What follows belongs to an exercise in optimizing a design on an open flow for small area, a short achievable clock period and few clock cycles per item; a production flow would make more cautious choices.
Only simulation tests tie the RTL to the original design; equivalence was not proved.

== build 41 ==
## rv_alu_mc
module rv_alu_mc #(
    parameter int WIDTH    = 32,
    parameter bit ENABLE_M = 1'b1
) (
    input  logic             clk,
    input  logic             rst_n,
    input  logic             in_valid,
    output logic             in_ready,
    input  logic [6:0]       opcode,
    input  logic [2:0]       funct3,
    input  logic [6:0]       funct7,
    input  logic [WIDTH-1:0] op1,
    input  logic [WIDTH-1:0] op2,
    output logic             out_valid,
    input  logic             out_ready,
    output logic [WIDTH-1:0] rez,
    output logic             busy
);
Size in the first run: ~3400 cells after synthesis, ~190 flip-flops, ~120 I/O pins, ~0.023 sq mm of cells after synthesis.
clock: 8.0 ns
lec_check: 0
abc_area: 1
cap_margin: 30
core_margin: 2
core_utilization: 40
setup_slack_margin: 3.3
slew_margin: 30
run.sh (not shown) runs the stock make flow with config.mk's settings and CLKGATE_MAP_FILE= SYNTH_SCRIPT=/design/flow/synth_recipe.tcl, a recipe that flattens the netlist after the stock synthesis.
Build 41 completed; timing, DRC and antenna clean
Testbench counts of build 41, summed over its fixed seeds: cycles 48,965, items 16,000.
Edits applied to the flow inputs when going from build 41 to build 40:
# build 41
export LEC_CHECK = 0
export ABC_AREA = 1
export CAP_MARGIN = 30
export CORE_MARGIN = 2
export CORE_UTILIZATION = 40
export SETUP_SLACK_MARGIN = 3.3
export SLEW_MARGIN = 30
create_clock -name core_clock -period 8.0 [get_ports {clk}]
# build 40
export LEC_CHECK = 0
export ABC_AREA = 1
export CAP_MARGIN = 30
export CORE_MARGIN = 2
export CORE_UTILIZATION = 40
export SETUP_SLACK_MARGIN = 3.0
export SLEW_MARGIN = 30
create_clock -name core_clock -period 8.0 [get_ports {clk}]
[summary]
Sequential share of layout area, build 41 and build 40: lower on build 41. one_q[1] as the origin of the worst setup path was reported by build 41, and ng_q[1] by build 40. Sort build 41 and build 40 by number of global-route vias before repair, descending, and build 41 comes first. Compared with build 41, in build 40 final standard cell area without fillers now sits lower, post-layout worst setup margin now sits lower. Build 40 vs build 41 — via count dropped slightly.
--- input diff build 40..build 9 ---
# build 40
export LEC_CHECK = 0
export ABC_AREA = 1
export CAP_MARGIN = 30
export CORE_MARGIN = 2
export CORE_UTILIZATION = 40
export SETUP_SLACK_MARGIN = 3.0
export SLEW_MARGIN = 30
create_clock -name core_clock -period 8.0 [get_ports {clk}]
# build 9
export LEC_CHECK = 0
export ABC_AREA = 1
export CAP_MARGIN = 30
export CORE_MARGIN = 2
export CORE_UTILIZATION = 40
export SLEW_MARGIN = 30
create_clock -name core_clock -period 8.0 [get_ports {clk}]
==> flow/flow/run.sh (new file) <==
#!/bin/bash
# The standard layout (the standard.sh: standard synthesis, floorplan, placement, CTS,
# routing) with two changes:
#  - the buffer that placement puts on every input and output port is sky130_fd_sc_hd__buf_2
#    instead of the cell the resizer picks by default;
#  - timing repair aims at 3.3 ns of setup slack up to and including CTS, and at 3.0 ns in the
#    repair after global routing, which otherwise spends much area for little gain.
set -euo pipefail
export BUFFER_PORTS_ARGS="-buffer_cell sky130_fd_sc_hd__buf_2"
SETUP_SLACK_MARGIN=3.3 bash standard.sh cts > standard_to_cts.log 2>&1
SETUP_SLACK_MARGIN=3.0 bash standard.sh > standard_from_cts.log 2>&1
==> flow/standard.sh (new file) <==
#!/bin/bash
# synth_recipe.tcl (not shown) runs the flow's synth.tcl, then flattens the netlist and writes it again
# the make line also repeats each setting of config.mk as NAME=value (left out here)
make -C /OpenROAD-flow-scripts/flow DESIGN_CONFIG=/design/flow/config.mk WORK_HOME=/design/flow/orfs CLKGATE_MAP_FILE= SYNTH_SCRIPT=/design/flow/synth_recipe.tcl "${@:-finish}"
removed: flow/run.sh
==> run notes <==
In the flow results for build 9 and build 40, the multi-input gate area in the final layout is smaller on build 9.
In build 9, the share of the cycle needed by the critical path after routing came out 0.34 points above the value in build 40.
Worst setup skew after layout in build 9 is 6.1 ps below build 40.
Build 9: non-clock buffer count 19 below build 40
Share of the final layout cell area in sequential cells: build 9 vs build 40 up 0.80 points
Delta (build 9 minus build 40): via count barely changed; number of inverters outside the clock class in the layout barely changed; wire length on met2 climbed about 0.6%; final sequential cell count barely changed.

[separate check: timing with driven ports]
The flow's constraints put no driver on any port. The routed layouts listed below were extracted and timed again, unchanged, in two steps.
Step 1: set_driving_cell puts a clkbuf_16 on clk and a buf_2 on each other input, an assumption about the parent block.
Step 2 also shifts input and output timing later by t, the mid clock arrival at the registers, as if the neighbouring blocks saw the same clock.
a / b / c = ideal ports / drivers / drivers and shift; a / b = the first two.
run | t, ns | slack for setup (ns) | hold slack, ns | cell pins on the clock port's net
build 41 | 0.583 | 3.125 / 3.125 / 2.880 | 0.565 / 0.565 / 0.565 | 1
build 40 | 0.581 | 3.017 / 3.017 / 2.552 | 0.575 / 0.575 / 0.575 | 1
build 9 | 0.570 | 2.990 / 2.990 / 2.750 | 0.558 / 0.558 / 0.558 | 1
After both steps every run listed still meets setup and hold. For build 40, which loses most, drivers alone change the setup slack by 0.000 ns; drivers and shift together by -0.465 ns.
